This design comes from an exercise in tuning for small area and a short achievable clock period on the open sky130 flow, not from production work.
At most, simulation tests tie the RTL to the original design; equivalence was not proved.

==> flow/design.v (excerpt) <==
module arith_encoder #(
  parameter int SYMBOL_WIDTH = 4
) (
  input  logic                    general_clk,
  input  logic                    reset,
  input  logic                    in_valid,
  input  logic [15:0]             fl,
  input  logic [15:0]             fh,
  input  logic [SYMBOL_WIDTH-1:0] symbol,
  input  logic [SYMBOL_WIDTH:0]   nsyms,
  input  logic                    bool_mode,
  output logic                    out_valid,
  output logic [15:0]             range_out,
  output logic [23:0]             low_out,
  output logic [4:0]              cnt_out,
  output logic [1:0]              bit_flag,
  output logic [15:0]             out_bit_1,
  output logic [15:0]             out_bit_2
);
Size: ~1,700 cells after synthesis, about 84 flip-flops.
export LEC_CHECK = 0
export ABC_AREA = 1
export CAP_MARGIN = 20
export CORE_MARGIN = 2
export CORE_UTILIZATION = 40
export CTS_BUF_LIST = sky130_fd_sc_hd__clkbuf_8
export SETUP_SLACK_MARGIN = 3.0
export SLEW_MARGIN = 20
create_clock -name core_clock -period 9.0 [get_ports {general_clk}]
standard.sh (not shown) runs the stock make flow with config.mk's settings and CLKGATE_MAP_FILE= SYNTH_SCRIPT=/design/flow/synth_recipe.tcl, a recipe that flattens the netlist after the stock synthesis.
==> flow/flow/run.sh <==
#!/bin/bash
# The standard layout with three changes: synthesis skips the quick ABC pass
# inside Yosys's synth (the final ABC mapping still runs), adders use Yosys's
# Sklansky carry network instead of Kogge-Stone, and the ports get the
# smallest buffer instead of the delay buffer that buffer_ports picks by
# default. All output goes to run_standard.log in this folder; ORFS keeps its
# own logs under orfs/logs.
set -euo pipefail
export SYNTH_ARGS="-noabc"
export SYNTH_OPERATIONS_ARGS="-extra-map +/choices/sklansky.v"
export BUFFER_PORTS_ARGS="-buffer_cell sky130_fd_sc_hd__buf_1"
bash standard.sh > run_standard.log 2>&1
The starting point finished clean.
==> next run, changes <==
--- a/flow/design.v
+++ b/flow/design.v
@@ -548,33 +548,38 @@
   assign at_137 = at_130 ^ at_135 ^ at_132;
   assign at_138 = (at_130 & at_135) | (at_130 & at_132) | (at_135 & at_132);
   wire at_139, at_140;
   assign at_139 = rn[15] ^ (r8[7] & ~p_nn[9]) ^ at_136;
   assign at_140 = (rn[15] & (r8[7] & ~p_nn[9])) | (rn[15] & at_136) | ((r8[7] & ~p_nn[9]) & at_136);
   wire [16:0] at_a, at_b;
   assign at_a = {at_138, at_134, at_128, at_120, at_110, at_98, at_97, at_70, at_56, at_42, at_30, at_20, at_17, at_6, at_5, at_1, 1'b0};
   assign at_b = {at_139, at_137, at_133, at_127, at_119, at_109, 1'b0, at_83, at_69, at_55, at_41, at_29, at_19, at_11, 1'b0, 1'b0, 1'b0};
   assign sum2n    = at_a + at_b;
   assign add_next = ~(sum2n[16:1] | {16{p_z}});
-  logic        z8, z4, z2, z1, raw_zero;
-  logic [15:0] t1, t2, t3, range_next;
-  logic [3:0]  d_next;
-  assign z8 = ~|raw[15:8];
-  assign t1 = z8 ? {raw[7:0], 8'd0} : raw;
-  assign z4 = ~|t1[15:12];
-  assign t2 = z4 ? {t1[11:0], 4'd0} : t1;
-  assign z2 = ~|t2[15:14];
-  assign t3 = z2 ? {t2[13:0], 2'd0} : t2;
-  assign z1 = ~t3[15];
-  assign range_next = z1 ? {t3[14:0], 1'b0} : t3;
-  assign raw_zero = ~|raw;
-  assign d_next = (raw_zero | reset) ? 4'd0 : {z8, z4, z2, z1};
+  logic [15:0] range_next;
+  logic [3:0]  d_next, lz;
+  logic        raw_zero;
+  logic [3:0]  z4;           
+  logic [1:0]  lz4 [4];      
+  always_comb begin
+    for (int k = 0; k < 4; k++) begin
+      z4[k]  = ~|raw[4*k +: 4];
+      lz4[k] = raw[4*k+3] ? 2'd0 : raw[4*k+2] ? 2'd1 : raw[4*k+1] ? 2'd2 : 2'd3;
+    end
+    if (!z4[3])      lz = {2'd0, lz4[3]};
+    else if (!z4[2]) lz = {2'd1, lz4[2]};
+    else if (!z4[1]) lz = {2'd2, lz4[1]};
+    else             lz = {2'd3, lz4[0]};
+  end
+  assign raw_zero   = &z4;
+  assign range_next = raw << lz;
+  assign d_next     = (raw_zero | reset) ? 4'd0 : lz;
   always_ff @(posedge general_clk) begin
     if (reset) range_q <= 16'd32768;
     else       range_q <= range_next;
     d_q <= d_next;
   end
 endmodule
 `timescale 1ns/1ps
 module renormalizer (
   input  logic        general_clk,
   input  logic        reset,
The new run produced a clean layout.
Wire length grows by 3.8%.
Worst setup slack stays flat.
Utilization is higher by 0.52 points.
Cell count went up by 1.2%.
Design area is higher by 2.0%.
Synthesized area increases by 1.5%.
For the second run of this note, only the layout was checked, not whether the RTL still works.

---

== lane 1 ==
arith_encoder, a different RTL version from the one above (not shown whole).
Size in the first run: ~1700 cells after synthesis, roughly 84 flip-flops, about 12000 sq um of cells after synthesis.
==> module probability_stage, before the edit <==
module probability_stage (
  input  logic        general_clk,
  input  logic        reset,
  input  logic        in_valid,
  input  logic [15:0] fl,
  input  logic [15:0] fh,
  input  logic [3:0]  symbol,
  input  logic [4:0]  nsyms,
  input  logic        bool_mode,
  output logic        p_x,
  output logic        p_en,
  output logic        p_z,
  output logic        p_s,         
  output logic [9:0]  p_m2n,       
  output logic [5:0]  p_k,
  output logic [9:0]  p_nn,       
  output logic [4:0]  p_o2
);
  logic        vin;
  logic [9:0]  fl6, fh6;
  logic        first, sel_a, sel_c, sel_q;
  logic [5:0]  kd;        
  logic [4:0]  kdiff;     
  logic        kpos;
  logic [9:0]  m_p, m_q;
  logic [5:0]  k_next;
  assign vin   = in_valid & ~reset;
  assign fl6   = fl[15:6];
  assign fh6   = fh[15:6];
  assign first = (fl == 16'h8000);
  assign sel_a = vin & bool_mode & symbol[0];
  assign sel_c = vin & ~bool_mode & ~first;
  assign sel_q = vin & ~(bool_mode & symbol[0]);    
  assign kd    = {1'b0, nsyms} - {2'b00, symbol};
  assign kpos  = ~kd[5] & (kd[4:0] != 5'd0);
  assign kdiff = kd[5] ? 5'd0 : kd[4:0];
  assign m_p = sel_a ? fh6 : (sel_c ? fl6 : 10'd512);
  assign m_q = sel_q ? fh6 : 10'd0;
  always_comb begin
    if (sel_a)          k_next = 6'd1;
    else if (sel_c)     k_next = {5'd0, kpos};
    else if (!vin)      k_next = 6'd0;
    else if (bool_mode) k_next = 6'h3f;
    else if (kpos)      k_next = 6'd1 - {1'b0, kdiff};
    else                k_next = 6'd0;
  end
  always_ff @(posedge general_clk) begin
    p_x  <= ~sel_a & ~sel_c;
    p_z  <= ~sel_a & ~sel_c;
    p_en <= sel_q & fh6[0] & ~(sel_c & fl6[0]);
    {p_s, p_m2n} <= ({1'b0, m_p} - {1'b0, m_q}) ^ 11'h3ff;    
    p_k  <= k_next;
    p_nn  <= ~(sel_c ? fl6 : fh6);    
    p_o2 <= sel_c ? kdiff : 5'd1;
  end
endmodule
Settings: LEC_CHECK=0, ABC_AREA=1, CAP_MARGIN=20, CORE_MARGIN=2, CORE_UTILIZATION=40, CTS_BUF_LIST=sky130_fd_sc_hd__clkbuf_8, SETUP_SLACK_MARGIN=2.75, SLEW_MARGIN=20; clock period 9.0 ns.
Scripts as last shown in full above: flow/flow/run.sh
Relative to lane 1, the following input files were edited for lane 5:
--- a/flow/design.v
+++ b/flow/design.v
@@ -35,46 +35,50 @@
   output logic [5:0]  p_k,
   output logic [9:0]  p_nn,       
   output logic [4:0]  p_o2
 );
   logic        vin;
   logic [9:0]  fl6, fh6;
-  logic        first, sel_a, sel_c, sel_q;
+  logic        first, mode_a, mode_c;
   logic [5:0]  kd;        
   logic [4:0]  kdiff;     
   logic        kpos;
   logic [9:0]  m_p, m_q;
+  logic [10:0] m_d;
+  logic [10:0] m2;
   logic [5:0]  k_next;
-  assign vin   = in_valid & ~reset;
-  assign fl6   = fl[15:6];
-  assign fh6   = fh[15:6];
-  assign first = (fl == 16'h8000);
-  assign sel_a = vin & bool_mode & symbol[0];
-  assign sel_c = vin & ~bool_mode & ~first;
-  assign sel_q = vin & ~(bool_mode & symbol[0]);    
-  assign kd    = {1'b0, nsyms} - {2'b00, symbol};
-  assign kpos  = ~kd[5] & (kd[4:0] != 5'd0);
-  assign kdiff = kd[5] ? 5'd0 : kd[4:0];
-  assign m_p = sel_a ? fh6 : (sel_c ? fl6 : 10'd512);
-  assign m_q = sel_q ? fh6 : 10'd0;
+  assign vin    = in_valid & ~reset;
+  assign fl6    = fl[15:6];
+  assign fh6    = fh[15:6];
+  assign first  = (fl == 16'h8000);
+  assign mode_a = bool_mode & symbol[0];
+  assign mode_c = ~bool_mode & ~first;
+  assign kd     = {1'b0, nsyms} - {2'b00, symbol};
+  assign kpos   = ~kd[5] & (kd[4:0] != 5'd0);
+  assign kdiff  = kd[5] ? 5'd0 : kd[4:0];
+  assign m_p = bool_mode ? (symbol[0] ? fh6 : 10'd512) : fl6;
+  assign m_q = mode_a ? 10'd0 : fh6;
+  assign m_d = {1'b0, m_p} - {1'b0, m_q};
+  assign m2  = vin ? m_d : 11'd512;
   always_comb begin
-    if (sel_a)          k_next = 6'd1;
-    else if (sel_c)     k_next = {5'd0, kpos};
-    else if (!vin)      k_next = 6'd0;
+    if (!vin)           k_next = 6'd0;
+    else if (mode_a)    k_next = 6'd1;
+    else if (mode_c)    k_next = {5'd0, kpos};
     else if (bool_mode) k_next = 6'h3f;
     else if (kpos)      k_next = 6'd1 - {1'b0, kdiff};
     else                k_next = 6'd0;
   end
   always_ff @(posedge general_clk) begin
-    p_x  <= ~sel_a & ~sel_c;
-    p_z  <= ~sel_a & ~sel_c;
-    p_en <= sel_q & fh6[0] & ~(sel_c & fl6[0]);
-    {p_s, p_m2n} <= ({1'b0, m_p} - {1'b0, m_q}) ^ 11'h3ff;    
-    p_k  <= k_next;
-    p_nn  <= ~(sel_c ? fl6 : fh6);    
-    p_o2 <= sel_c ? kdiff : 5'd1;
+    p_x   <= ~vin | ~(mode_a | mode_c);
+    p_z   <= ~vin | ~(mode_a | mode_c);
+    p_en  <= vin & fh6[0] & (bool_mode ? ~symbol[0] : ~fl6[0]);
+    p_s   <= m2[10];
+    p_m2n <= ~m2[9:0];              
+    p_k   <= k_next;
+    p_nn  <= ~(bool_mode ? fh6 : fl6);    
+    p_o2  <= bool_mode ? 5'd1 : kdiff;
   end
 endmodule
 `timescale 1ns/1ps
 module interval_update (
   input  logic        general_clk,
   input  logic        reset,
## What came out
For lane 5, the capturing element of the worst setup path was u_stage_3.sum_q[23], unlike lane 1, where it was u_stage_3.sum_q[22]. Compared with lane 1, lane 5 instantiates a larger number of cells. Lane 5 vs. lane 1: instance count after placement with tap cells included grew by 0.61%, growth of design area from synthesis to finish grew by 0.60 points, synthesized-area fraction occupied by xor and xnor cells held steady, share of the final layout cell area in multi-input gates held steady, total number of clock tree sinks held steady.
For lane 5, only the layout was checked, not whether the RTL still works.

## port drivers added, routing unchanged
The results above use ideal ports. As a check the final layouts listed here were re-extracted and re-timed, cells and wires unchanged.
Step 1: set_driving_cell puts a clkbuf_16 on general_clk and a buf_2 on each other input, an assumption about the parent block.
Step 2 times the ports against the registers' clock, not the clock port: input delays grow and output delays shrink by t, the midpoint of the rising clock arrivals with the driver on.
Three values: ideal, step 1, step 2; two values: the first two.
run | shift t [ns] | setup WS [ns] | hold slack, ns | slew at the worst register clock pin (ns)
the first run of note 1 | 0.423 | 3.214 / 3.214 / 3.098 | 0.446 / 0.446 / 0.446 | 0.11 / 0.11
the second run of note 1 | 0.415 | 3.211 / 3.211 / 3.211 | 0.543 / 0.543 / 0.543 | 0.09 / 0.09
lane 1 | 0.419 | 3.054 / 3.054 / 2.821 | 0.458 / 0.458 / 0.458 | 0.10 / 0.10
lane 5 | 0.412 | 3.003 / 3.003 / 3.003 | 0.518 / 0.518 / 0.518 | 0.11 / 0.11
After both steps setup and hold are still met in every run listed. The setup slack of lane 1, which loses most, moves by 0.000 ns with the drivers and by -0.233 ns with both steps.
